Context: an optimization exercise on an open-source flow, tuned for small area, a short achievable clock period and few clock cycles per item. The choices shown serve that exercise and are no tape-out recipe. In this exercise RTL edits were held to simulation tests only and were not proved equivalent to the original.

==> flow/design.v, too long to show whole: its modules and the start of the top module <==
// module complex_square_lane: 966 lines
// module nch_complex_square: 90 lines
module nch_complex_square
#(
    parameter int WIDTH = 16,
    parameter int NCH   = 4,
    parameter int FRAC  = 14
) (
    input  logic                 clk,
    input  logic                 rst,
    input  logic [NCH*WIDTH-1:0] inReal,
    input  logic [NCH*WIDTH-1:0] inImag,
    input  logic                 inMode,
    input  logic                 inValid,
    output logic                 inReady,
    output logic [NCH*WIDTH-1:0] outReal,
    output logic [NCH*WIDTH-1:0] outImag,
    output logic                 outValid,
    input  logic                 outReady,
    output logic [NCH-1:0]       satFlag
);
  // ...
==> flow/run.sh <==
#!/bin/bash
# synth_recipe.tcl (not shown) runs the flow's synth.tcl, then flattens the netlist and writes it again
# the make line also repeats each setting of config.mk as NAME=value (left out here)
make -C /OpenROAD-flow-scripts/flow DESIGN_CONFIG=/design/flow/config.mk WORK_HOME=/design/flow/orfs CLKGATE_MAP_FILE= SYNTH_SCRIPT=/design/flow/synth_recipe.tcl finish
==> flow/config.mk <==
export PLATFORM = sky130hd
export DESIGN_NAME = nch_complex_square
export DESIGN_NICKNAME = nch_complex_square
export VERILOG_FILES = /design/flow/design.v
export SDC_FILE = /design/flow/constraint.sdc
export NUM_CORES = 4
export LEC_CHECK = 0
export CAP_MARGIN = 20
export CORE_MARGIN = 2
export CORE_UTILIZATION = 40
export SLEW_MARGIN = 20
==> flow/constraint.sdc <==
create_clock -name core_clock -period 9.0 [get_ports {clk}]
set_input_delay 1.8000 -clock core_clock [delete_from_list [all_inputs] [get_ports {clk}]]
set_output_delay 1.8000 -clock core_clock [all_outputs]
set_load 0.01 [all_outputs]
==> metrics.md, run 1 <==
| Metric | Value |
|---|---|
| Status | finished clean |
| Mapped cell area | 77100 µm² |
| Hold Crit Start | s2Valid$_DFFE_PP0P_ |
| R2r setup slk | 3.52 ns |
| IO Count | 267 |
| ClkCell Share | 2.94% |
| Pin count of the biggest net entering global routing | 116 |
| Share of the synthesized area in the top cell type | about a third |
| Die area | 196000 µm² |
| Hold Crit Depth | 1 |
| Clock tree buffer depth | 3 |
| DR WL/cell | 19.3 µm |
| Fraction of synthesized area in multiplexers | 0.0811% |
| Final setup vio count | 0 |
| CP Class | input port to output port |
| Clock Latency Late Sink | 0.73 ns |
| Vias/cell | 5.23 |
| Nonclk inv count | 1316 |
| Ys Warns | 1 |
| Final hold violations | 0 |
| Top flop regs | s2R0: 76 flops, s2R1: 76 flops |
| Non-clk bufs | 419 |
| RSZ-0062 raised after global routing | false |
| Number of fill cells | 18100 |
| DR iter-0 viols | ~3800 |
| Top cell type by total area after synthesis | fa_1 |
| Met3 Track Usage GR | 2.77% |
| Max stage delay on crit path | 0.79 ns |
| Count leader, synth | inv_1 |
| Register share of the cell area | about a fifth |
| Met3 routed WL | 10300 µm |
| Final antenna-violating net count | 0 |
Testbench counts, summed over its fixed seeds: cycles 12,024, items 12,000.
==> module nch_complex_square, before the edit <==
module nch_complex_square
#(
    parameter int WIDTH = 16,
    parameter int NCH   = 4,
    parameter int FRAC  = 14
) (
    input  logic                 clk,
    input  logic                 rst,
    input  logic [NCH*WIDTH-1:0] inReal,
    input  logic [NCH*WIDTH-1:0] inImag,
    input  logic                 inMode,
    input  logic                 inValid,
    output logic                 inReady,
    output logic [NCH*WIDTH-1:0] outReal,
    output logic [NCH*WIDTH-1:0] outImag,
    output logic                 outValid,
    input  logic                 outReady,
    output logic [NCH-1:0]       satFlag
);
    localparam int HW = 19;      
    logic [NCH*WIDTH-1:0] s1Real, s1Imag;
    logic                 s1Mode, s1Valid;
    logic [NCH*HW-1:0]    nxtR0, nxtR1, nxtP0, nxtP1, s2R0, s2R1, s2P0, s2P1;
    logic [NCH-1:0]       nxtRC, nxtPC, s2RC, s2PC;
    logic                 s2Mode, s2Valid;
    logic [NCH*WIDTH-1:0] nxtReal, nxtImag;
    logic [NCH-1:0]       nxtSat;
    logic                 adv;
    assign adv     = !outValid || outReady;
    assign inReady = adv;
    always_ff @(posedge clk or posedge rst) begin
        if (rst) begin
            s1Valid  <= 1'b0;
            s2Valid  <= 1'b0;
            outValid <= 1'b0;
        end else if (adv) begin
            s1Valid  <= inValid;
            s2Valid  <= s1Valid;
            outValid <= s2Valid;
        end
    end
    always_ff @(posedge clk) begin
        if (adv) begin
            s1Real <= inReal;
            s1Imag <= inImag;
            s1Mode <= inMode;
            s2R0   <= nxtR0;
            s2R1   <= nxtR1;
            s2RC   <= nxtRC;
            s2P0   <= nxtP0;
            s2P1   <= nxtP1;
            s2PC   <= nxtPC;
            s2Mode <= s1Mode;
            outReal <= nxtReal;
            outImag <= nxtImag;
            satFlag <= nxtSat;
        end
    end
    for (genvar k = 0; k < NCH; k++) begin : gLane
        logic [HW-1:0] r, p;
        logic          satRHi, satRLo, satIHi, satILo;
        complex_square_lane uLane (
            .a      (s1Real[k*WIDTH +: WIDTH]),
            .b      (s1Imag[k*WIDTH +: WIDTH]),
            .mode   (s1Mode),
            .rRow0  (nxtR0[k*HW +: HW]),
            .rRow1  (nxtR1[k*HW +: HW]),
            .rCarry (nxtRC[k]),
            .pRow0  (nxtP0[k*HW +: HW]),
            .pRow1  (nxtP1[k*HW +: HW]),
            .pCarry (nxtPC[k])
        );
        assign r = s2R0[k*HW +: HW] + s2R1[k*HW +: HW] + HW'(s2RC[k]);
        assign p = s2P0[k*HW +: HW] + s2P1[k*HW +: HW] + HW'(s2PC[k]);
        assign satRHi = !r[18] && (r[17:15] != 3'b000);
        assign satRLo =  r[18] && (r[17:15] != 3'b111);
        assign satIHi = !p[18] && (p[17:15] != 3'b000);
        assign satILo =  p[18] && (p[17:15] != 3'b111);
        always_comb begin
            if (satRHi)      nxtReal[k*WIDTH +: WIDTH] = 16'h7fff;
            else if (satRLo) nxtReal[k*WIDTH +: WIDTH] = 16'h8000;
            else             nxtReal[k*WIDTH +: WIDTH] = r[15:0];
            if (s2Mode == nch_csq_pkg::MODE_MAG2) nxtImag[k*WIDTH +: WIDTH] = 16'h0000;
            else if (satIHi) nxtImag[k*WIDTH +: WIDTH] = 16'h7fff;
            else if (satILo) nxtImag[k*WIDTH +: WIDTH] = 16'h8000;
            else             nxtImag[k*WIDTH +: WIDTH] = p[15:0];
            nxtSat[k] = satRHi | satRLo | ((s2Mode != nch_csq_pkg::MODE_MAG2) & (satIHi | satILo));
        end
    end
endmodule
==> inputs of run 2 (changes only) <==
--- a/flow/design.v
+++ b/flow/design.v
@@ -1,26 +1,28 @@
 package nch_csq_pkg;
     localparam logic MODE_SQUARE = 1'b0;
     localparam logic MODE_MAG2   = 1'b1;
+    localparam int   RLO = 10;
+    localparam int   PLO = 9;
 endpackage
 module complex_square_lane (
     input  logic [15:0] a,
     input  logic [15:0] b,
     input  logic        mode,
-    output logic [18:0] rRow0,
-    output logic [18:0] rRow1,
+    output logic [32-nch_csq_pkg::RLO:0] rRow0,
+    output logic [32-nch_csq_pkg::RLO:0] rRow1,
     output logic        rCarry,
-    output logic [18:0] pRow0,
-    output logic [18:0] pRow1,
+    output logic [31-nch_csq_pkg::PLO:0] pRow0,
+    output logic [31-nch_csq_pkg::PLO:0] pRow1,
     output logic        pCarry
 );
     logic        sub;
-    logic [13:0] pLow;
-    logic [14:0] rLow;
+    logic [9:0] pLow;
+    logic [10:0] rLow;
     logic bo0, bt0, bn0, bo1, bt1, bn1, bo2, bt2, bn2, bo3, bt3, bn3, bo4, bt4, bn4, bo5, bt5, bn5, bo6, bt6, bn6, bo7, bt7, bn7;
     logic bp0_0, bp0_1, bp0_2, bp0_3, bp0_4, bp0_5, bp0_6, bp0_7, bp0_8, bp0_9, bp0_10, bp0_11, bp0_12, bp0_13, bp0_14, bp0_15, bp0_16, bp1_0, bp1_1, bp1_2, bp1_3, bp1_4, bp1_5, bp1_6, bp1_7, bp1_8, bp1_9, bp1_10, bp1_11, bp1_12, bp1_13, bp1_14, bp1_15, bp1_16, bp2_0, bp2_1, bp2_2, bp2_3, bp2_4, bp2_5, bp2_6, bp2_7, bp2_8, bp2_9, bp2_10, bp2_11, bp2_12, bp2_13, bp2_14, bp2_15, bp2_16, bp3_0, bp3_1, bp3_2, bp3_3, bp3_4, bp3_5, bp3_6, bp3_7, bp3_8, bp3_9, bp3_10, bp3_11, bp3_12, bp3_13, bp3_14, bp3_15, bp3_16, bp4_0, bp4_1, bp4_2, bp4_3, bp4_4, bp4_5, bp4_6, bp4_7, bp4_8, bp4_9, bp4_10, bp4_11, bp4_12, bp4_13, bp4_14, bp4_15, bp4_16, bp5_0, bp5_1, bp5_2, bp5_3, bp5_4, bp5_5, bp5_6, bp5_7, bp5_8, bp5_9, bp5_10, bp5_11, bp5_12, bp5_13, bp5_14, bp5_15, bp5_16, bp6_0, bp6_1, bp6_2, bp6_3, bp6_4, bp6_5, bp6_6, bp6_7, bp6_8, bp6_9, bp6_10, bp6_11, bp6_12, bp6_13, bp6_14, bp6_15, bp6_16, bp7_0, bp7_1, bp7_2, bp7_3, bp7_4, bp7_5, bp7_6, bp7_7, bp7_8, bp7_9, bp7_10, bp7_11, bp7_12, bp7_13, bp7_14, bp7_15, bp7_16;
     logic p_1, p_2, p_3, p_4, p_5, p_6, p_7, p_8, p_9, p_10, p_11, p_12, p_13, p_14, p_15, p_16, p_17, p_18, p_19, p_20, p_21, p_22, p_23, p_24, p_25, p_26, p_27, p_28, p_29, p_30, p_31, p_32, p_33, p_34, p_35, p_36, p_37, p_38, p_39, p_40, p_41, p_42, p_43, p_44, p_45, p_46, p_47, p_48, p_49, p_50, p_51, p_52, p_53, p_54, p_55, p_56, p_57, p_58, p_59, p_60, p_61, p_62, p_63, p_64, p_65, p_66, p_67, p_68, p_69, p_70, p_71, p_72, p_73, p_74, p_75, p_76, p_77, p_78, p_79, p_80, p_81, p_82, p_83, p_84, p_85, p_86, p_87, p_88, p_89, p_90, p_91, p_92, p_93, p_94, p_95, p_96, p_97, p_98, p_99, p_100, p_101, p_102, p_103, p_104, p_105, p_106, p_107, p_108, p_109, p_110, p_111, p_112, p_113, p_114, p_115, p_116, p_117, p_118, p_119, p_120, p_121, p_122, p_123, p_124, p_125, p_126, p_127, p_128, p_129, p_130, p_131, p_132, p_133, p_134, p_135, p_136, p_137, p_138, p_139, p_140, p_141, p_142, p_143, p_144, p_145, p_146, p_147, p_148, p_149, p_150, p_151, p_152, p_153, p_154, p_155, p_156, p_157, p_158, p_159, p_160, p_161, p_162, p_163, p_164, p_165, p_166, p_167, p_168, p_169, p_170, p_171, p_172, p_173, p_174, p_175, p_176, p_177, p_178, p_179, p_180, p_181, p_182, p_183, p_184, p_185, p_186, p_187, p_188, p_189, p_190, p_191, p_192, p_193, p_194, p_195, p_196, p_197, p_198, p_199, p_200, p_201, p_202, p_203, p_204, p_205, p_206, p_207, p_208, p_209, p_210, p_211, p_212, p_213, p_214, p_215, p_216, p_217, p_218, p_219, p_220, p_221, p_222, p_223, p_224;
     logic qa_1, qa_2, qa_3, qa_4, qa_5, qa_6, qa_7, qa_8, qa_9, qa_10, qa_11, qa_12, qa_13, qa_14, qa_15, qa_16, qa_17, qa_18, qa_19, qa_20, qa_21, qa_22, qa_23, qa_24, qa_25, qa_26, qa_27, qa_28, qa_29, qa_30, qa_31, qa_32, qa_33, qa_34, qa_35, qa_36, qa_37, qa_38, qa_39, qa_40, qa_41, qa_42, qa_43, qa_44, qa_45, qa_46, qa_47, qa_48, qa_49, qa_50, qa_51, qa_52, qa_53, qa_54, qa_55, qa_56, qa_57, qa_58, qa_59, qa_60, qa_61, qa_62, qa_63, qa_64, qa_65, qa_66, qa_67, qa_68, qa_69, qa_70, qa_71, qa_72, qa_73, qa_74, qa_75, qa_76, qa_77, qa_78, qa_79, qa_80, qa_81, qa_82, qa_83, qa_84, qa_85, qa_86, qa_87, qa_88, qa_89, qa_90, qa_91, qa_92, qa_93, qa_94, qa_95, qa_96, qa_97, qa_98, qa_99, qa_100, qa_101, qa_102, qa_103, qa_104, qa_105, qa_106, qa_107, qa_108, qa_109, qa_110, qa_111, qa_112, qa_113, qa_114, qa_115, qa_116, qa_117, qa_118, qa_119, qa_120, qa_121, qa_122, qa_123, qa_124, qa_125, qa_126, qa_127, qa_128, qa_129, qa_130, qa_131, qa_132, qa_133, qa_134, qa_135, qa_136, qa_137, qa_138, qa_139, qa_140, qa_141, qa_142, qa_143, qa_144, qa_145, qa_146, qa_147, qa_148, qa_149, qa_150, qa_151, qa_152, qa_153, qa_154, qa_155, qa_156, qa_157, qa_158, qa_159, qa_160, qa_161, qa_162, qa_163, qa_164, qa_165, qa_166, qa_167, qa_168, qa_169, qa_170, qa_171, qa_172, qa_173, qa_174, qa_175, qa_176, qa_177, qa_178, qa_179, qa_180, qa_181, qa_182, qa_183, qa_184, qa_185, qa_186, qa_187, qa_188, qa_189, qa_190, qa_191, qa_192, qa_193, qa_194, qa_195, qa_196, qa_197, qa_198, qa_199, qa_200, qa_201, qa_202, qa_203, qa_204, qa_205, qa_206, qa_207, qa_208, qa_209, qa_210, qa_211, qa_212;
     logic qb_1, qb_2, qb_3, qb_4, qb_5, qb_6, qb_7, qb_8, qb_9, qb_10, qb_11, qb_12, qb_13, qb_14, qb_15, qb_16, qb_17, qb_18, qb_19, qb_20, qb_21, qb_22, qb_23, qb_24, qb_25, qb_26, qb_27, qb_28, qb_29, qb_30, qb_31, qb_32, qb_33, qb_34, qb_35, qb_36, qb_37, qb_38, qb_39, qb_40, qb_41, qb_42, qb_43, qb_44, qb_45, qb_46, qb_47, qb_48, qb_49, qb_50, qb_51, qb_52, qb_53, qb_54, qb_55, qb_56, qb_57, qb_58, qb_59, qb_60, qb_61, qb_62, qb_63, qb_64, qb_65, qb_66, qb_67, qb_68, qb_69, qb_70, qb_71, qb_72, qb_73, qb_74, qb_75, qb_76, qb_77, qb_78, qb_79, qb_80, qb_81, qb_82, qb_83, qb_84, qb_85, qb_86, qb_87, qb_88, qb_89, qb_90, qb_91, qb_92, qb_93, qb_94, qb_95, qb_96, qb_97, qb_98, qb_99, qb_100, qb_101, qb_102, qb_103, qb_104, qb_105, qb_106, qb_107, qb_108, qb_109, qb_110, qb_111, qb_112, qb_113, qb_114, qb_115, qb_116, qb_117, qb_118, qb_119, qb_120, qb_121, qb_122, qb_123, qb_124, qb_125, qb_126, qb_127, qb_128, qb_129, qb_130, qb_131, qb_132, qb_133, qb_134, qb_135, qb_136, qb_137, qb_138, qb_139, qb_140, qb_141, qb_142, qb_143, qb_144, qb_145, qb_146, qb_147, qb_148, qb_149, qb_150, qb_151, qb_152, qb_153, qb_154, qb_155, qb_156, qb_157, qb_158, qb_159, qb_160, qb_161, qb_162, qb_163, qb_164, qb_165, qb_166, qb_167, qb_168, qb_169, qb_170, qb_171, qb_172, qb_173, qb_174, qb_175, qb_176, qb_177, qb_178, qb_179, qb_180, qb_181, qb_182, qb_183, qb_184, qb_185, qb_186, qb_187, qb_188, qb_189, qb_190, qb_191, qb_192, qb_193, qb_194, qb_195, qb_196, qb_197, qb_198, qb_199, qb_200, qb_201, qb_202, qb_203, qb_204, qb_205, qb_206, qb_207, qb_208, qb_209, qb_210, qb_211, qb_212;
     logic r_1, r_2, r_3, r_4, r_5, r_6, r_7, r_8, r_9, r_10, r_11, r_12, r_13, r_14, r_15, r_16, r_17, r_18, r_19, r_20, r_21, r_22, r_23, r_24, r_25, r_26, r_27, r_28, r_29, r_30, r_31, r_32, r_33, r_34, r_35, r_36, r_37, r_38, r_39, r_40, r_41, r_42, r_43, r_44, r_45, r_46, r_47, r_48, r_49, r_50, r_51, r_52, r_53, r_54, r_55, r_56, r_57, r_58, r_59, r_60, r_61, r_62, r_63, r_64, r_65, r_66, r_67, r_68, r_69, r_70, r_71, r_72, r_73, r_74, r_75, r_76, r_77, r_78, r_79, r_80, r_81, r_82, r_83, r_84, r_85, r_86, r_87, r_88, r_89, r_90, r_91, r_92, r_93, r_94, r_95, r_96, r_97, r_98, r_99, r_100, r_101, r_102, r_103, r_104, r_105, r_106, r_107, r_108, r_109, r_110, r_111, r_112, r_113, r_114, r_115, r_116, r_117, r_118, r_119, r_120, r_121, r_122, r_123, r_124, r_125, r_126, r_127, r_128;
     assign sub = (mode != nch_csq_pkg::MODE_MAG2);
     assign bo0 = b[0] ^ 1'b0;
@@ -828,104 +830,104 @@
     assign qb_207 = (b[13] & b[14]) ^ qb_156 ^ qb_157;
     assign qb_208 = ((b[13] & b[14]) & qb_156) | (qb_157 & ((b[13] & b[14]) ^ qb_156));
     assign qb_209 = ~(b[13] & b[15]) ^ qb_158;
     assign qb_210 = ~(b[13] & b[15]) & qb_158;
     assign qb_211 = b[15] ^ ~(b[14] & b[15]);
     assign qb_212 = b[15] & ~(b[14] & b[15]);
     assign r_1 = a[1] ^ (a[0] & a[1]);
     assign r_2 = a[1] & (a[0] & a[1]);
-    assign r_3 = (a[0] & a[2]) ^ sub;
-    assign r_4 = (a[0] & a[2]) & sub;
-    assign r_5 = qa_159 ^ (a[1] & a[2]) ^ (qb_159 ^ sub);
-    assign r_6 = (qa_159 & (a[1] & a[2])) | ((qb_159 ^ sub) & (qa_159 ^ (a[1] & a[2])));
+    assign r_3 = sub ^ (a[0] & a[2]);
+    assign r_4 = sub & (a[0] & a[2]);
+    assign r_5 = (a[1] & a[2]) ^ ((b[1] & b[2]) ^ sub) ^ qa_159;
+    assign r_6 = ((a[1] & a[2]) & ((b[1] & b[2]) ^ sub)) | (qa_159 & ((a[1] & a[2]) ^ ((b[1] & b[2]) ^ sub)));
     assign r_7 = qa_160 ^ qa_161 ^ (qb_160 ^ sub);
     assign r_8 = (qa_160 & qa_161) | ((qb_160 ^ sub) & (qa_160 ^ qa_161));
-    assign r_9 = qa_162 ^ qa_163 ^ (qb_162 ^ sub);
-    assign r_10 = (qa_162 & qa_163) | ((qb_162 ^ sub) & (qa_162 ^ qa_163));
+    assign r_9 = qa_162 ^ (qb_162 ^ sub) ^ qa_163;
+    assign r_10 = (qa_162 & (qb_162 ^ sub)) | (qa_163 & (qa_162 ^ (qb_162 ^ sub)));
     assign r_11 = qa_164 ^ qa_165 ^ (qb_164 ^ sub);
     assign r_12 = (qa_164 & qa_165) | ((qb_164 ^ sub) & (qa_164 ^ qa_165));
-    assign r_13 = qa_166 ^ qa_167 ^ (qb_166 ^ sub);
-    assign r_14 = (qa_166 & qa_167) | ((qb_166 ^ sub) & (qa_166 ^ qa_167));
-    assign r_15 = qa_168 ^ qa_169 ^ (qb_168 ^ sub);
-    assign r_16 = (qa_168 & qa_169) | ((qb_168 ^ sub) & (qa_168 ^ qa_169));
+    assign r_13 = qa_166 ^ (qb_166 ^ sub) ^ qa_167;
+    assign r_14 = (qa_166 & (qb_166 ^ sub)) | (qa_167 & (qa_166 ^ (qb_166 ^ sub)));
+    assign r_15 = qa_168 ^ (qb_168 ^ sub) ^ qa_169;
+    assign r_16 = (qa_168 & (qb_168 ^ sub)) | (qa_169 & (qa_168 ^ (qb_168 ^ sub)));
     assign r_17 = qa_170 ^ qa_171 ^ (qb_170 ^ sub);
     assign r_18 = (qa_170 & qa_171) | ((qb_170 ^ sub) & (qa_170 ^ qa_171));
     assign r_19 = qa_172 ^ qa_173 ^ (qb_172 ^ sub);
     assign r_20 = (qa_172 & qa_173) | ((qb_172 ^ sub) & (qa_172 ^ qa_173));
     assign r_21 = qa_174 ^ qa_175 ^ (qb_174 ^ sub);
     assign r_22 = (qa_174 & qa_175) | ((qb_174 ^ sub) & (qa_174 ^ qa_175));
-    assign r_23 = qa_176 ^ qa_177 ^ (qb_176 ^ sub);
-    assign r_24 = (qa_176 & qa_177) | ((qb_176 ^ sub) & (qa_176 ^ qa_177));
+    assign r_23 = qa_176 ^ (qb_176 ^ sub) ^ qa_177;
+    assign r_24 = (qa_176 & (qb_176 ^ sub)) | (qa_177 & (qa_176 ^ (qb_176 ^ sub)));
     assign r_25 = qa_178 ^ qa_179 ^ (qb_178 ^ sub);
     assign r_26 = (qa_178 & qa_179) | ((qb_178 ^ sub) & (qa_178 ^ qa_179));
-    assign r_27 = qa_180 ^ qa_181 ^ (qb_180 ^ sub);
-    assign r_28 = (qa_180 & qa_181) | ((qb_180 ^ sub) & (qa_180 ^ qa_181));
+    assign r_27 = qa_180 ^ (qb_180 ^ sub) ^ qa_181;
+    assign r_28 = (qa_180 & (qb_180 ^ sub)) | (qa_181 & (qa_180 ^ (qb_180 ^ sub)));
     assign r_29 = qa_182 ^ qa_183 ^ (qb_182 ^ sub);
     assign r_30 = (qa_182 & qa_183) | ((qb_182 ^ sub) & (qa_182 ^ qa_183));
     assign r_31 = qa_184 ^ qa_185 ^ (qb_184 ^ sub);
     assign r_32 = (qa_184 & qa_185) | ((qb_184 ^ sub) & (qa_184 ^ qa_185));
     assign r_33 = qa_186 ^ qa_187 ^ (qb_186 ^ sub);
     assign r_34 = (qa_186 & qa_187) | ((qb_186 ^ sub) & (qa_186 ^ qa_187));
     assign r_35 = qa_188 ^ qa_189 ^ (qb_188 ^ sub);
     assign r_36 = (qa_188 & qa_189) | ((qb_188 ^ sub) & (qa_188 ^ qa_189));
     assign r_37 = qa_190 ^ qa_191 ^ (qb_190 ^ sub);
     assign r_38 = (qa_190 & qa_191) | ((qb_190 ^ sub) & (qa_190 ^ qa_191));
     assign r_39 = qa_192 ^ qa_193 ^ (qb_192 ^ sub);
     assign r_40 = (qa_192 & qa_193) | ((qb_192 ^ sub) & (qa_192 ^ qa_193));
     assign r_41 = qa_194 ^ qa_195 ^ (qb_194 ^ sub);
     assign r_42 = (qa_194 & qa_195) | ((qb_194 ^ sub) & (qa_194 ^ qa_195));
     assign r_43 = qa_196 ^ qa_197 ^ (qb_196 ^ sub);
     assign r_44 = (qa_196 & qa_197) | ((qb_196 ^ sub) & (qa_196 ^ qa_197));
-    assign r_45 = qa_198 ^ qa_199 ^ (qb_198 ^ sub);
-    assign r_46 = (qa_198 & qa_199) | ((qb_198 ^ sub) & (qa_198 ^ qa_199));
+    assign r_45 = qa_199 ^ qa_198 ^ (qb_199 ^ sub);
+    assign r_46 = (qa_199 & qa_198) | ((qb_199 ^ sub) & (qa_199 ^ qa_198));
     assign r_47 = qa_200 ^ qa_201 ^ (qb_200 ^ sub);
     assign r_48 = (qa_200 & qa_201) | ((qb_200 ^ sub) & (qa_200 ^ qa_201));
     assign r_49 = qa_202 ^ qa_203 ^ (qb_202 ^ sub);
     assign r_50 = (qa_202 & qa_203) | ((qb_202 ^ sub) & (qa_202 ^ qa_203));
     assign r_51 = qa_204 ^ qa_205 ^ (qb_204 ^ sub);
     assign r_52 = (qa_204 & qa_205) | ((qb_204 ^ sub) & (qa_204 ^ qa_205));
-    assign r_53 = qa_206 ^ qa_207 ^ (qb_206 ^ sub);
-    assign r_54 = (qa_206 & qa_207) | ((qb_206 ^ sub) & (qa_206 ^ qa_207));
-    assign r_55 = qa_208 ^ qa_209 ^ (qb_208 ^ sub);
-    assign r_56 = (qa_208 & qa_209) | ((qb_208 ^ sub) & (qa_208 ^ qa_209));
-    assign r_57 = qa_210 ^ qa_211 ^ (qb_210 ^ sub);
-    assign r_58 = (qa_210 & qa_211) | ((qb_210 ^ sub) & (qa_210 ^ qa_211));
-    assign r_59 = ~((qb_212 ^ sub) ^ qa_212);
-    assign r_60 = (qb_212 ^ sub) | qa_212;
+    assign r_53 = qa_207 ^ (qb_207 ^ sub) ^ qa_206;
+    assign r_54 = (qa_207 & (qb_207 ^ sub)) | (qa_206 & (qa_207 ^ (qb_207 ^ sub)));
+    assign r_55 = qa_209 ^ qa_208 ^ (qb_209 ^ sub);
+    assign r_56 = (qa_209 & qa_208) | ((qb_209 ^ sub) & (qa_209 ^ qa_208));
+    assign r_57 = qa_211 ^ (qb_211 ^ sub) ^ qa_210;
+    assign r_58 = (qa_211 & (qb_211 ^ sub)) | (qa_210 & (qa_211 ^ (qb_211 ^ sub)));
+    assign r_59 = ~(qa_212 ^ (1'b1 ^ sub));
+    assign r_60 = qa_212 | (1'b1 ^ sub);
     assign r_61 = ~sub;
     assign r_62 = sub;
     assign r_63 = a[0] ^ sub;
     assign r_64 = a[0] & sub;
     assign r_65 = sub ^ sub ^ sub;
     assign r_66 = (sub & sub) | (sub & (sub ^ sub));
     assign r_67 = (b[1] ^ sub) ^ ((b[0] & b[1]) ^ sub) ^ r_1;
     assign r_68 = ((b[1] ^ sub) & ((b[0] & b[1]) ^ sub)) | (r_1 & ((b[1] ^ sub) ^ ((b[0] & b[1]) ^ sub)));
     assign r_69 = ((b[0] & b[2]) ^ sub) ^ r_2 ^ r_3;
     assign r_70 = (((b[0] & b[2]) ^ sub) & r_2) | (r_3 & (((b[0] & b[2]) ^ sub) ^ r_2));
-    assign r_71 = ((b[1] & b[2]) ^ sub) ^ r_4 ^ r_5;
-    assign r_72 = (((b[1] & b[2]) ^ sub) & r_4) | (r_5 & (((b[1] & b[2]) ^ sub) ^ r_4));
+    assign r_71 = r_4 ^ (qb_159 ^ sub) ^ r_5;
+    assign r_72 = (r_4 & (qb_159 ^ sub)) | (r_5 & (r_4 ^ (qb_159 ^ sub)));
     assign r_73 = (qb_161 ^ sub) ^ r_6 ^ r_7;
     assign r_74 = ((qb_161 ^ sub) & r_6) | (r_7 & ((qb_161 ^ sub) ^ r_6));
-    assign r_75 = (qb_163 ^ sub) ^ r_8 ^ r_9;
-    assign r_76 = ((qb_163 ^ sub) & r_8) | (r_9 & ((qb_163 ^ sub) ^ r_8));
+    assign r_75 = r_8 ^ (qb_163 ^ sub) ^ r_9;
+    assign r_76 = (r_8 & (qb_163 ^ sub)) | (r_9 & (r_8 ^ (qb_163 ^ sub)));
     assign r_77 = (qb_165 ^ sub) ^ r_10 ^ r_11;
     assign r_78 = ((qb_165 ^ sub) & r_10) | (r_11 & ((qb_165 ^ sub) ^ r_10));
     assign r_79 = (qb_167 ^ sub) ^ r_12 ^ r_13;
     assign r_80 = ((qb_167 ^ sub) & r_12) | (r_13 & ((qb_167 ^ sub) ^ r_12));
-    assign r_81 = (qb_169 ^ sub) ^ r_14 ^ r_15;
-    assign r_82 = ((qb_169 ^ sub) & r_14) | (r_15 & ((qb_169 ^ sub) ^ r_14));
+    assign r_81 = r_14 ^ (qb_169 ^ sub) ^ r_15;
+    assign r_82 = (r_14 & (qb_169 ^ sub)) | (r_15 & (r_14 ^ (qb_169 ^ sub)));
     assign r_83 = (qb_171 ^ sub) ^ r_16 ^ r_17;
     assign r_84 = ((qb_171 ^ sub) & r_16) | (r_17 & ((qb_171 ^ sub) ^ r_16));
     assign r_85 = (qb_173 ^ sub) ^ r_18 ^ r_19;
     assign r_86 = ((qb_173 ^ sub) & r_18) | (r_19 & ((qb_173 ^ sub) ^ r_18));
     assign r_87 = (qb_175 ^ sub) ^ r_20 ^ r_21;
     assign r_88 = ((qb_175 ^ sub) & r_20) | (r_21 & ((qb_175 ^ sub) ^ r_20));
-    assign r_89 = (qb_177 ^ sub) ^ r_22 ^ r_23;
-    assign r_90 = ((qb_177 ^ sub) & r_22) | (r_23 & ((qb_177 ^ sub) ^ r_22));
+    assign r_89 = r_22 ^ (qb_177 ^ sub) ^ r_23;
+    assign r_90 = (r_22 & (qb_177 ^ sub)) | (r_23 & (r_22 ^ (qb_177 ^ sub)));
     assign r_91 = (qb_179 ^ sub) ^ r_24 ^ r_25;
     assign r_92 = ((qb_179 ^ sub) & r_24) | (r_25 & ((qb_179 ^ sub) ^ r_24));
     assign r_93 = (qb_181 ^ sub) ^ r_26 ^ r_27;
     assign r_94 = ((qb_181 ^ sub) & r_26) | (r_27 & ((qb_181 ^ sub) ^ r_26));
     assign r_95 = (qb_183 ^ sub) ^ r_28 ^ r_29;
     assign r_96 = ((qb_183 ^ sub) & r_28) | (r_29 & ((qb_183 ^ sub) ^ r_28));
     assign r_97 = (qb_185 ^ sub) ^ r_30 ^ r_31;
     assign r_98 = ((qb_185 ^ sub) & r_30) | (r_31 & ((qb_185 ^ sub) ^ r_30));
@@ -936,42 +938,42 @@
     assign r_103 = (qb_191 ^ sub) ^ r_36 ^ r_37;
     assign r_104 = ((qb_191 ^ sub) & r_36) | (r_37 & ((qb_191 ^ sub) ^ r_36));
     assign r_105 = (qb_193 ^ sub) ^ r_38 ^ r_39;
     assign r_106 = ((qb_193 ^ sub) & r_38) | (r_39 & ((qb_193 ^ sub) ^ r_38));
     assign r_107 = (qb_195 ^ sub) ^ r_40 ^ r_41;
     assign r_108 = ((qb_195 ^ sub) & r_40) | (r_41 & ((qb_195 ^ sub) ^ r_40));
     assign r_109 = (qb_197 ^ sub) ^ r_42 ^ r_43;
     assign r_110 = ((qb_197 ^ sub) & r_42) | (r_43 & ((qb_197 ^ sub) ^ r_42));
-    assign r_111 = (qb_199 ^ sub) ^ r_44 ^ r_45;
-    assign r_112 = ((qb_199 ^ sub) & r_44) | (r_45 & ((qb_199 ^ sub) ^ r_44));
+    assign r_111 = (qb_198 ^ sub) ^ r_45 ^ r_44;
+    assign r_112 = ((qb_198 ^ sub) & r_45) | (r_44 & ((qb_198 ^ sub) ^ r_45));
     assign r_113 = (qb_201 ^ sub) ^ r_46 ^ r_47;
     assign r_114 = ((qb_201 ^ sub) & r_46) | (r_47 & ((qb_201 ^ sub) ^ r_46));
     assign r_115 = (qb_203 ^ sub) ^ r_48 ^ r_49;
     assign r_116 = ((qb_203 ^ sub) & r_48) | (r_49 & ((qb_203 ^ sub) ^ r_48));
     assign r_117 = (qb_205 ^ sub) ^ r_50 ^ r_51;
     assign r_118 = ((qb_205 ^ sub) & r_50) | (r_51 & ((qb_205 ^ sub) ^ r_50));
-    assign r_119 = (qb_207 ^ sub) ^ r_52 ^ r_53;
-    assign r_120 = ((qb_207 ^ sub) & r_52) | (r_53 & ((qb_207 ^ sub) ^ r_52));
-    assign r_121 = (qb_209 ^ sub) ^ r_54 ^ r_55;
-    assign r_122 = ((qb_209 ^ sub) & r_54) | (r_55 & ((qb_209 ^ sub) ^ r_54));
-    assign r_123 = (qb_211 ^ sub) ^ r_56 ^ r_57;
-    assign r_124 = ((qb_211 ^ sub) & r_56) | (r_57 & ((qb_211 ^ sub) ^ r_56));
-    assign r_125 = (1'b1 ^ sub) ^ r_58 ^ r_59;
-    assign r_126 = ((1'b1 ^ sub) & r_58) | (r_59 & ((1'b1 ^ sub) ^ r_58));
+    assign r_119 = (qb_206 ^ sub) ^ r_53 ^ r_52;
+    assign r_120 = ((qb_206 ^ sub) & r_53) | (r_52 & ((qb_206 ^ sub) ^ r_53));
+    assign r_121 = (qb_208 ^ sub) ^ r_55 ^ r_54;
+    assign r_122 = ((qb_208 ^ sub) & r_55) | (r_54 & ((qb_208 ^ sub) ^ r_55));
+    assign r_123 = (qb_210 ^ sub) ^ r_57 ^ r_56;
+    assign r_124 = ((qb_210 ^ sub) & r_57) | (r_56 & ((qb_210 ^ sub) ^ r_57));
+    assign r_125 = (qb_212 ^ sub) ^ r_59 ^ r_58;
+    assign r_126 = ((qb_212 ^ sub) & r_59) | (r_58 & ((qb_212 ^ sub) ^ r_59));
     assign r_127 = (1'b1 ^ sub) ^ r_61 ^ r_60;
     assign r_128 = ((1'b1 ^ sub) & r_61) | (r_60 & ((1'b1 ^ sub) ^ r_61));
-    assign rLow = {1'b0, {r_88, r_86, r_84, r_82, r_80, r_78, r_76, r_74, r_72, r_70, r_68, r_66, r_64, r_63}} + {1'b0, {r_89, r_87, r_85, r_83, r_81, r_79, r_77, r_75, r_73, r_71, r_69, r_67, r_65, (b[0] ^ sub)}};
-    assign pLow = {1'b0, {p_188, p_186, p_184, p_182, p_180, p_178, p_176, p_174, p_172, p_170, p_169, bp0_1, bn0}} + {1'b0, {p_189, p_187, p_185, p_183, p_181, p_179, p_177, p_175, p_173, p_171, bp1_0, 1'b0, bp0_0}};
-    assign rCarry = rLow[14];
-    assign pCarry = pLow[13];
-    assign rRow0 = {r_126, r_124, r_122, r_120, r_118, r_116, r_114, r_112, r_110, r_108, r_106, r_104, r_102, r_100, r_98, r_96, r_94, r_92, r_90};
-    assign rRow1 = {r_127, r_125, r_123, r_121, r_119, r_117, r_115, r_113, r_111, r_109, r_107, r_105, r_103, r_101, r_99, r_97, r_95, r_93, r_91};
-    assign pRow0 = {1'b1, p_224, p_222, p_220, p_218, p_216, p_214, p_212, p_210, p_208, p_206, p_204, p_202, p_200, p_198, p_196, p_194, p_192, p_190};
-    assign pRow1 = {1'b0, ~bp7_16, p_223, p_221, p_219, p_217, p_215, p_213, p_211, p_209, p_207, p_205, p_203, p_201, p_199, p_197, p_195, p_193, p_191};
+    assign rLow = {1'b0, {r_80, r_78, r_76, r_74, r_72, r_70, r_68, r_66, r_64, r_63}} + {1'b0, {r_81, r_79, r_77, r_75, r_73, r_71, r_69, r_67, r_65, (b[0] ^ sub)}};
+    assign pLow = {1'b0, {p_180, p_178, p_176, p_174, p_172, p_170, p_169, bp0_1, bn0}} + {1'b0, {p_181, p_179, p_177, p_175, p_173, p_171, bp1_0, 1'b0, bp0_0}};
+    assign rCarry = rLow[10];
+    assign pCarry = pLow[9];
+    assign rRow0 = {r_126, r_124, r_122, r_120, r_118, r_116, r_114, r_112, r_110, r_108, r_106, r_104, r_102, r_100, r_98, r_96, r_94, r_92, r_90, r_88, r_86, r_84, r_82};
+    assign rRow1 = {r_127, r_125, r_123, r_121, r_119, r_117, r_115, r_113, r_111, r_109, r_107, r_105, r_103, r_101, r_99, r_97, r_95, r_93, r_91, r_89, r_87, r_85, r_83};
+    assign pRow0 = {1'b1, p_224, p_222, p_220, p_218, p_216, p_214, p_212, p_210, p_208, p_206, p_204, p_202, p_200, p_198, p_196, p_194, p_192, p_190, p_188, p_186, p_184, p_182};
+    assign pRow1 = {1'b0, ~bp7_16, p_223, p_221, p_219, p_217, p_215, p_213, p_211, p_209, p_207, p_205, p_203, p_201, p_199, p_197, p_195, p_193, p_191, p_189, p_187, p_185, p_183};
 endmodule
 module nch_complex_square
 #(
     parameter int WIDTH = 16,
     parameter int NCH   = 4,
     parameter int FRAC  = 14
 ) (
     input  logic                 clk,
@@ -982,20 +984,22 @@
     input  logic                 inValid,
     output logic                 inReady,
     output logic [NCH*WIDTH-1:0] outReal,
     output logic [NCH*WIDTH-1:0] outImag,
     output logic                 outValid,
     input  logic                 outReady,
     output logic [NCH-1:0]       satFlag
 );
-    localparam int HW = 19;      
+    localparam int RW = 33 - nch_csq_pkg::RLO;   
+    localparam int PW = 32 - nch_csq_pkg::PLO;   
     logic [NCH*WIDTH-1:0] s1Real, s1Imag;
     logic                 s1Mode, s1Valid;
-    logic [NCH*HW-1:0]    nxtR0, nxtR1, nxtP0, nxtP1, s2R0, s2R1, s2P0, s2P1;
+    logic [NCH*RW-1:0]    nxtR0, nxtR1, s2R0, s2R1;
+    logic [NCH*PW-1:0]    nxtP0, nxtP1, s2P0, s2P1;
     logic [NCH-1:0]       nxtRC, nxtPC, s2RC, s2PC;
     logic                 s2Mode, s2Valid;
     logic [NCH*WIDTH-1:0] nxtReal, nxtImag;
     logic [NCH-1:0]       nxtSat;
     logic                 adv;
     assign adv     = !outValid || outReady;
     assign inReady = adv;
     always_ff @(posedge clk or posedge rst) begin
@@ -1022,31 +1026,35 @@
             s2PC   <= nxtPC;
             s2Mode <= s1Mode;
             outReal <= nxtReal;
             outImag <= nxtImag;
             satFlag <= nxtSat;
         end
     end
     for (genvar k = 0; k < NCH; k++) begin : gLane
-        logic [HW-1:0] r, p;
+        logic [RW-1:0] rSum;
+        logic [PW-1:0] pSum;
+        logic [18:0]   r, p;
         logic          satRHi, satRLo, satIHi, satILo;
         complex_square_lane uLane (
             .a      (s1Real[k*WIDTH +: WIDTH]),
             .b      (s1Imag[k*WIDTH +: WIDTH]),
             .mode   (s1Mode),
-            .rRow0  (nxtR0[k*HW +: HW]),
-            .rRow1  (nxtR1[k*HW +: HW]),
+            .rRow0  (nxtR0[k*RW +: RW]),
+            .rRow1  (nxtR1[k*RW +: RW]),
             .rCarry (nxtRC[k]),
-            .pRow0  (nxtP0[k*HW +: HW]),
-            .pRow1  (nxtP1[k*HW +: HW]),
+            .pRow0  (nxtP0[k*PW +: PW]),
+            .pRow1  (nxtP1[k*PW +: PW]),
             .pCarry (nxtPC[k])
         );
-        assign r = s2R0[k*HW +: HW] + s2R1[k*HW +: HW] + HW'(s2RC[k]);
-        assign p = s2P0[k*HW +: HW] + s2P1[k*HW +: HW] + HW'(s2PC[k]);
+        assign rSum = s2R0[k*RW +: RW] + s2R1[k*RW +: RW] + RW'(s2RC[k]);
+        assign pSum = s2P0[k*PW +: PW] + s2P1[k*PW +: PW] + PW'(s2PC[k]);
+        assign r = rSum[RW-1 -: 19];
+        assign p = pSum[PW-1 -: 19];
         assign satRHi = !r[18] && (r[17:15] != 3'b000);
         assign satRLo =  r[18] && (r[17:15] != 3'b111);
         assign satIHi = !p[18] && (p[17:15] != 3'b000);
         assign satILo =  p[18] && (p[17:15] != 3'b111);
         always_comb begin
             if (satRHi)      nxtReal[k*WIDTH +: WIDTH] = 16'h7fff;
             else if (satRLo) nxtReal[k*WIDTH +: WIDTH] = 16'h8000;
             else             nxtReal[k*WIDTH +: WIDTH] = r[15:0];
==> flow/config.mk (replaced) <==
export PLATFORM = sky130hd
export DESIGN_NAME = nch_complex_square
export DESIGN_NICKNAME = nch_complex_square
export VERILOG_FILES = /design/flow/design.v
export SDC_FILE = /design/flow/constraint.sdc
export NUM_CORES = 4
export LEC_CHECK = 0
export CAP_MARGIN = 20
export CORE_MARGIN = 2
export CORE_UTILIZATION = 40
export SETUP_SLACK_MARGIN = 4.5
export SLEW_MARGIN = 20
==> metrics.md, run 2 <==
| Metric | Value |
|---|---|
| Register area share after synthesis | approximately a quarter |
| Clock buffer count from CTS | 82 |
| WP data required | 9.47 ns |
| Top flop regs | s2R0: 92 flops, s2R1: 92 flops |
| #FFs+latches synth | approximately 630 |
| Drt total wl | 199000 µm |
| Setup crit start kind | flop |
| Cell mode on critical path | fa_1 |
| Count leader, synth | inv_1 |
| Final antenna-violating net count | 0 (unchanged) |
| Hold Crit Depth | 1 (unchanged) |
| Core Rows | 162 |
| Final hold violations | 0 (unchanged) |
| Crit. End Element | flop |
| Floorplan die height | 447 µm |
| Routability Congestion | 0.864 |
| Top cell type by total area after synthesis | fa_1 |
| DR iter-0 viols | 3567 (-6.8%) |
| CP Class | flop to flop |
| Clock Latency Late Sink | 0.74 ns (about the same) |
| Most used DFF post-synth | edfxtp_1 |
| Mapped cell area | 78400 µm² (+1.7%) |
| Max stage delay cell, worst path | fa_1 |
| CORE AREA | 195000 µm² |
| Layout cells sized above 1 | 5.00% |
| RR Startpoint | s1Real[48]$_DFFE_PP_ |
| R2r worst-path depth | 13 |
| Root buf cell | clkbuf_16 |
| GRT Residual Overflow | 0 |
| Clock sinks | between 600 and 700 |
| MaxCap Viol Count | 0 |
| Max Fclk | 229 MHz |
| Status | finished clean |
| CP cell instances | buf_4, clkinv_1, nor2_1, ha_1, inv_1, fa_1, fa_1, fa_1, inv_1, fa_1, inv_1, fa_1, inv_1 |
| Number of synthesized flops with an enable pin | 630 |
| Net count after synthesis | 9387 |
| Vias/cell | 5.17 (-1.1%) |
| First-pass GRT wire length | 322000 µm |
| Hold Crit Start | s2Valid$_DFFE_PP0P_ |
| Clock tree buffer depth | 3 (unchanged) |
| Final setup vio count | 0 (unchanged) |
| Final cell count without fillers | 10200 |
| Least-Margin Pin Slew | 0.983 ns |
| Max FO, Critical Path | 26 |
| H-tree depth | 3 |
| Initial core utilization | 40.2% |
| Setup crit start | s1Real[48]$_DFFE_PP_ |
| Final worst path period need | between 4 and 5 ns |
| Post-synth ARST share | 0.474% |
| Number of fill cells | 18300 (+1.0%) |
| Remaining DRCs | 0 |
| Slew margin rel. | 34.5% |
| Clk slew on worst S/H paths | ~0.050 ns |
| Post-synth top cells | 1242 x inv_1, 1199 x fa_1, 630 x edfxtp_1, 608 x nand2_1, 573 x ha_1 |
| Synth top area cells | fa_1 31%, edfxtp_1 24%, ha_1 9.1% |
| R2r setup slk | 4.63 ns (+1.11 ns) |
| Ys Warns | 1 (unchanged) |
| Share of the synthesized area in the top cell type | 30.6% (-0.92 points) |
| GRT Overall Usage | 20.4% |
| Die area | 200000 µm² (+1.6%) |
| Critical path arrival | 4.85 ns |
| Max stage delay on crit path | 0.49 ns (-0.30 ns) |
| Die width | 447 µm |
| P&R area growth vs syn | 10.9% |
| Fin Clk Skew | 0.0325 ns |
| IO Port Bufs | 266 |
| First-pass iteration count of the detailed router | 5 |
| Hold crit path type | flop to flop |
| Most frequent cells in the layout | 1238 x inv_1, 1199 x fa_1, 630 x edfxtp_1, 608 x nand2_1, 563 x ha_1 |
| RSZ-0062 raised after global routing | true |
| Placed cells | ~10000 |
| Synth cell types | 92 |
| Commonest non-fill, non-tap cell in the layout | inv_1 |
| DR vias | 52900 |
| Post-Syn Instances | 7482 |
| Total Neg Setup Slack | 0 ns |
| Antenna violations before repair | 5 |
| Total Nets Final | around 9400 |
| Number of global-route vias before repair | 57200 |
| IO Count | 267 (unchanged) |
| Slew Limit Fails | 0 |
| HPWL after DPL | around 140000 µm |
| CTS tree | built |
| Pin count of the biggest net entering global routing | 155 (+34%) |
| Period Utilization, post-route | between 40% and 50% |
| Avg Inst Size Synth | 10.5 µm² |
| DR WL/cell | 19.4 µm (+0.84%) |
## run 2: cell count changes after synthesis, sizes merged, moves of 40 or more
cell / change
inv: -54
o21ai: -83
and2: -78
xnor2: +67
xor2: -40
edfxtp: +64
a21o: +69
## run 2: cells by family (layout without fill, tap and decap cells)
| family | count (synthesis) | count (layout) | synth area share (%) |
|---|---|---|---|
| simple gates | 1324 | 1325 | 7.86 |
| compound gates | 1105 | 1105 | 9.64 |
| mux | 8 | 8 | 0.107 |
| other cells | 0 | 1 | 0 |
| xor+xnor | 892 | 892 | 9.97 |
| flops | 633 | 633 | 24.2 |
| buf+inv | 1748 | 1861 | 8.42 |
| fa+ha+maj | 1772 | 1772 | 39.8 |
## run 2: through the flow
stage	hold slack, ns	utilization (%)	area, µm²	worst slack, ns
3_5_place_dp	0.447	42.9	83600	3.43
5_1_grt	0.508	44.6	86900	4.47
6_report	0.452	44.6	86900	4.63
4_1_cts	0.460	44.5	86600	4.51
2_1_floorplan	0.430	-	78400	1.07
3_3_place_gp	0.438	42.9	83600	3.47
## run 2: per-layer routing
metal | wire, µm | GRT usage, %
met1 | 88000 | 28.1
met2 | 94300 | 33.5
met3 | 10800 | 2.54
met4 | 5470 | 6.67
met5 | 14 | 0
## run 2: final timing paths
kind / to
max reg2reg: s2R1[74]$_DFFE_PP_
min in group asynchronous: s1Valid$_DFFE_PP0P_
max in group asynchronous: s2Valid$_DFFE_PP0P_
min reg2reg: outValid$_DFFE_PP0P_
max: s2R1[74]$_DFFE_PP_
min: outValid$_DFFE_PP0P_
## run 2: cell type report
cell class	count	area (µm²)	share of cell area, %
repair buffers	446	4160	4.79
inverters	1263	4790	5.51
diodes	1	2.50	0.00288
clock buffers	95	2100	2.42
multi-input cells	5102	52900	60.8
clock inverters	57	714	0.822
flip-flops and latches	633	19000	21.8
well taps	2624	3280	3.78
## run 2: critical path: cells and delay by family, from the launching register on
kind,cells,cell delay (ns)
adder cells (fa/ha/maj),6,2.53
buffers and inverters,6,0.91
flip-flops,1,0.33
AND/OR/NAND/NOR,1,0.34
## run 2: repair_timing
item / 4_1_cts / 5_1_grt
pin swaps: 0 / 1
resized for setup: 13 / 32
gates cloned: 1 / 0
hold buffers: 0 / 0
setup buffers: 14 / 18
hold endpoints to repair: 0 / 0
endpoints found under the setup margin: 164 / 42
Testbench counts of run 2, summed over its fixed seeds: cycles 12,024, items 12,000.
==> inputs of run 3 (changes only) <==
--- a/flow/config.mk
+++ b/flow/config.mk
@@ -10,3 +10,2 @@
 export CORE_UTILIZATION = 40
-export SETUP_SLACK_MARGIN = 4.5
 export SLEW_MARGIN = 20
==> metrics.md, run 3 <==
| Metric | Value |
|---|---|
| Slew margin rel. | 24.8% (-9.7 points) |
| Final cell count without fillers | 10200 (-0.30%) |
| H-tree depth | 3 (unchanged) |
| Post-Syn Instances | 7482 (unchanged) |
| Placed cells | 10000 (unchanged) |
| Final Util | 44.4% (-0.23 points) |
| First-pass GRT wire length | 320000 µm (-0.51%) |
| Die area | 200000 µm² (unchanged) |
| Routability Congestion | 0.864 (unchanged) |
| Max stage delay cell, worst path | clkdlybuf4s50_1 |
| IO Count | 267 (unchanged) |
| R2r setup slk | 3.92 ns (-0.71 ns) |
| Pin count of the biggest net entering global routing | 155 (unchanged) |
| Total Nets Final | 9402 (-0.33%) |
| First-pass iteration count of the detailed router | 5 (unchanged) |
| Max Fclk | 184 MHz (-20%) |
| Reg area | 19000 µm² (unchanged) |
| Slew Limit Fails | 0 (unchanged) |
| Count leader, synth | inv_1 |
| Fin Clk Skew | 0.0327 ns (+0.000186 ns) |
| CTS tree | built |
| Clock sinks | 633 (unchanged) |
| Worst setup margin | 3.56 ns (-1.07 ns) |
| Status | finished clean |
| Setup WS pre-CTS | 3.43 ns (unchanged) |
| R2r worst-path depth | 13 (unchanged) |
| Max stage delay on crit path | 0.87 ns (+0.38 ns) |
| Synth top area cells | fa_1 31%, edfxtp_1 24%, ha_1 9.1% |
| Post-synth ARST share | 0.474% (unchanged) |
| Core Rows | 162 (unchanged) |
| Final hold slack | 0.452 ns (+0.0000800 ns) |
| Max FO, Critical Path | 31 (+19%) |
| DR iter-0 viols | 3650 (+2.3%) |
| Antenna violations before repair | 4 (-1) |
| Most frequent cells in the layout | 1242 x inv_1, 1199 x fa_1, 630 x edfxtp_1, 608 x nand2_1, 573 x ha_1 |
| Least-Margin Pin Slew | 1.13 ns (+0.146 ns) |
| Setup crit start kind | input port |
| Final hold violations | 0 (unchanged) |
| Post-synth top cells | 1242 x inv_1, 1199 x fa_1, 630 x edfxtp_1, 608 x nand2_1, 573 x ha_1 |
| Root buf cell | clkbuf_16 |
| Total Neg Setup Slack | 0 ns (unchanged) |
| Final setup vio count | 0 (unchanged) |
| Mapped cell area | 78400 µm² (unchanged) |
| CP endpoint | inReady |
| Critical path arrival | 3.64 ns (-1.21 ns) |
| GRT Residual Overflow | 0 (unchanged) |
| Cell mode on critical path | clkdlybuf4s50_1 |
| Final worst path period need | 5.44 ns (+1.07 ns) |
| Number of global-route vias before repair | 57000 (-0.23%) |
| R2R Path End | s2P1[54]$_DFFE_PP_ |
| Hold crit path type | flop to flop |
| Post-CTS setup buffers | 0 (-14) |
| IO Port Bufs | 266 (unchanged) |
| RSZ-0062 raised after global routing | false |
| DR WL/cell | 19.3 µm (-0.54%) |
| Final antenna-violating net count | 0 (unchanged) |
| Clock buffer count from CTS | 82 (unchanged) |
| Number of fill cells | 18300 (+0.16%) |
| P&R area growth vs syn | 10.3% |
| RR Startpoint | s1Imag[37]$_DFFE_PP_ |
| MaxCap Viol Count | 0 (unchanged) |
| Initial core utilization | 40.2% (unchanged) |
| DR vias | 52800 (-0.14%) |
| Drt total wl | 197000 µm (-0.84%) |
| Remaining DRCs | 0 (unchanged) |
| GRT Overall Usage | 20.3% (-0.14 points) |
| Multi-input gate area | 52800 µm² (-0.12%) |
| Cts repair resizes | 0 (-13) |
| Crit. End Element | output port |
| Clock tree buffer depth | 3 (unchanged) |
| Die width | 447 µm (unchanged) |
| Clk slew on worst S/H paths | 0.05 ns (about the same) |
| Hold-fix buffers, CTS | 0 (unchanged) |
| Most used DFF post-synth | edfxtp_1 |
| Layout cells sized above 1 | 4.31% (-0.69 points) |
| Clock Latency Late Sink | 0.74 ns (about the same) |
| CP cell instances | clkdlybuf4s50_1, nand2b_4, clkdlybuf4s50_1 |
| Synth cell types | 92 (unchanged) |
| CORE AREA | 195000 µm² (unchanged) |
| Vias/cell | 5.18 (+0.17%) |
| Top flop regs | s2R0: 92 flops, s2R1: 92 flops |
| Number of synthesized flops with an enable pin | 630 (unchanged) |
| CP Class | input port to output port |
| #FFs+latches synth | 633 (unchanged) |
| Avg Inst Size Synth | 10.5 µm² (unchanged) |
| Floorplan die height | 447 µm (unchanged) |
| Setup crit start | outReady |
| Ys Warns | 1 (unchanged) |
| Share of the synthesized area in the top cell type | 30.6% (unchanged) |
| Commonest non-fill, non-tap cell in the layout | inv_1 |
| WP data required | 7.20 ns (-2.27 ns) |
| Net count after synthesis | 9387 (unchanged) |
| HPWL after DPL | 141000 µm (unchanged) |
| Top cell type by total area after synthesis | fa_1 |
| Register area share after synthesis | 24.2% (unchanged) |
| Period Utilization, post-route | 60.5% (+12 points) |
-- run 3: cell types whose count changed in the layout (fill, tap and decap cells not counted), moves of 7 or more --
cell        change
ha_2           -10
ha_1           +10
buf_6           -7
buf_4          -17
clkinvlp_4     -10
buf_12          -8
-- run 3: final cells by class --
cell class	instances	share of cell area [%]
inverters	1263	5.48
well taps	2624	3.80
clock inverters	57	0.826
clock buffers	95	2.43
flip-flops and latches	633	22.0
multi-input cells	5101	61.1
diodes	1	0.00289
repair buffers	416	4.42
-- run 3: critical path: cells and delay by family --
kind / cells / cell delay, ns
buffers and inverters: 2 / 1.32
AND/OR/NAND/NOR: 1 / 0.47
-- run 3: logic make-up (layout without fill, tap and decap cells) --
group / count (synthesis) / after routing / synth area share [%]
fa+ha+maj: 1772 / 1772 / 39.8
other cells: 0 / 1 / 0
compound gates: 1105 / 1105 / 9.64
mux: 8 / 8 / 0.107
buf+inv: 1748 / 1831 / 8.42
xor+xnor: 892 / 892 / 9.97
flops: 633 / 633 / 24.2
simple gates: 1324 / 1324 / 7.86
-- run 3: worst min-delay path by stage --
stage / from / end / slack, ns / cells after the start
4_1_cts: s2Valid$_DFFE_PP0P_ / outValid$_DFFE_PP0P_ / 0.46 / 1
5_1_grt: s2Valid$_DFFE_PP0P_ / outValid$_DFFE_PP0P_ / 0.51 / 1
6_report: s2Valid$_DFFE_PP0P_ / outValid$_DFFE_PP0P_ / 0.45 / 1
3_3_place_gp: s2Valid$_DFFE_PP0P_ / outValid$_DFFE_PP0P_ / 0.44 / 1
2_1_floorplan: s2Valid$_DFFE_PP0P_ / outValid$_DFFE_PP0P_ / 0.43 / 1
3_5_place_dp: s2Valid$_DFFE_PP0P_ / outValid$_DFFE_PP0P_ / 0.45 / 1
-- run 3: routing by layer --
metal	vias to the layer above	global-route usage, %	wire length (µm)
met2	1556	33.1	92900
met3	323	2.53	10500
met5	-	0	13
met1	27000	28.0	87800
met4	2	6.73	5630
li1	24000	-	-
-- run 3: stage by stage --
stage	area (µm²)
detailed placement	83600
CTS	86400
global placement	83600
floorplan	78400
global route	86500
finish	86500

port drivers added, routing unchanged:
The flow's constraints put no driver on any port. The routed layouts listed below were extracted and timed again, unchanged, in two steps.
Step 1 sets driving cells, clkbuf_16 on the clock port and buf_2 on the other inputs (assumed; they add their load-dependent delay and slew).
Step 2 moves the port delays by t, midway between the first and last clock arrival at a register: inputs arrive t later, outputs are due t later. That takes back most of the time a late clock gives input paths.
a / b / c = ideal / step 1 / step 2; a / b = the first two.
| run | t, ns | setup WS [ns] | slew at the worst register clock pin (ns) |
|---|---|---|---|
| run 1 | 0.781 | 3.478 / 3.453 / 3.442 | 0.07 / 0.07 |
| run 2 | 0.800 | 4.626 / 4.626 / 4.043 | 0.08 / 0.08 |
| run 3 | 0.798 | 3.559 / 3.538 / 3.538 | 0.08 / 0.08 |
After both steps every run listed still meets setup and hold. The setup slack of run 2, which loses most, moves by 0.000 ns with the drivers and by -0.583 ns with both steps.
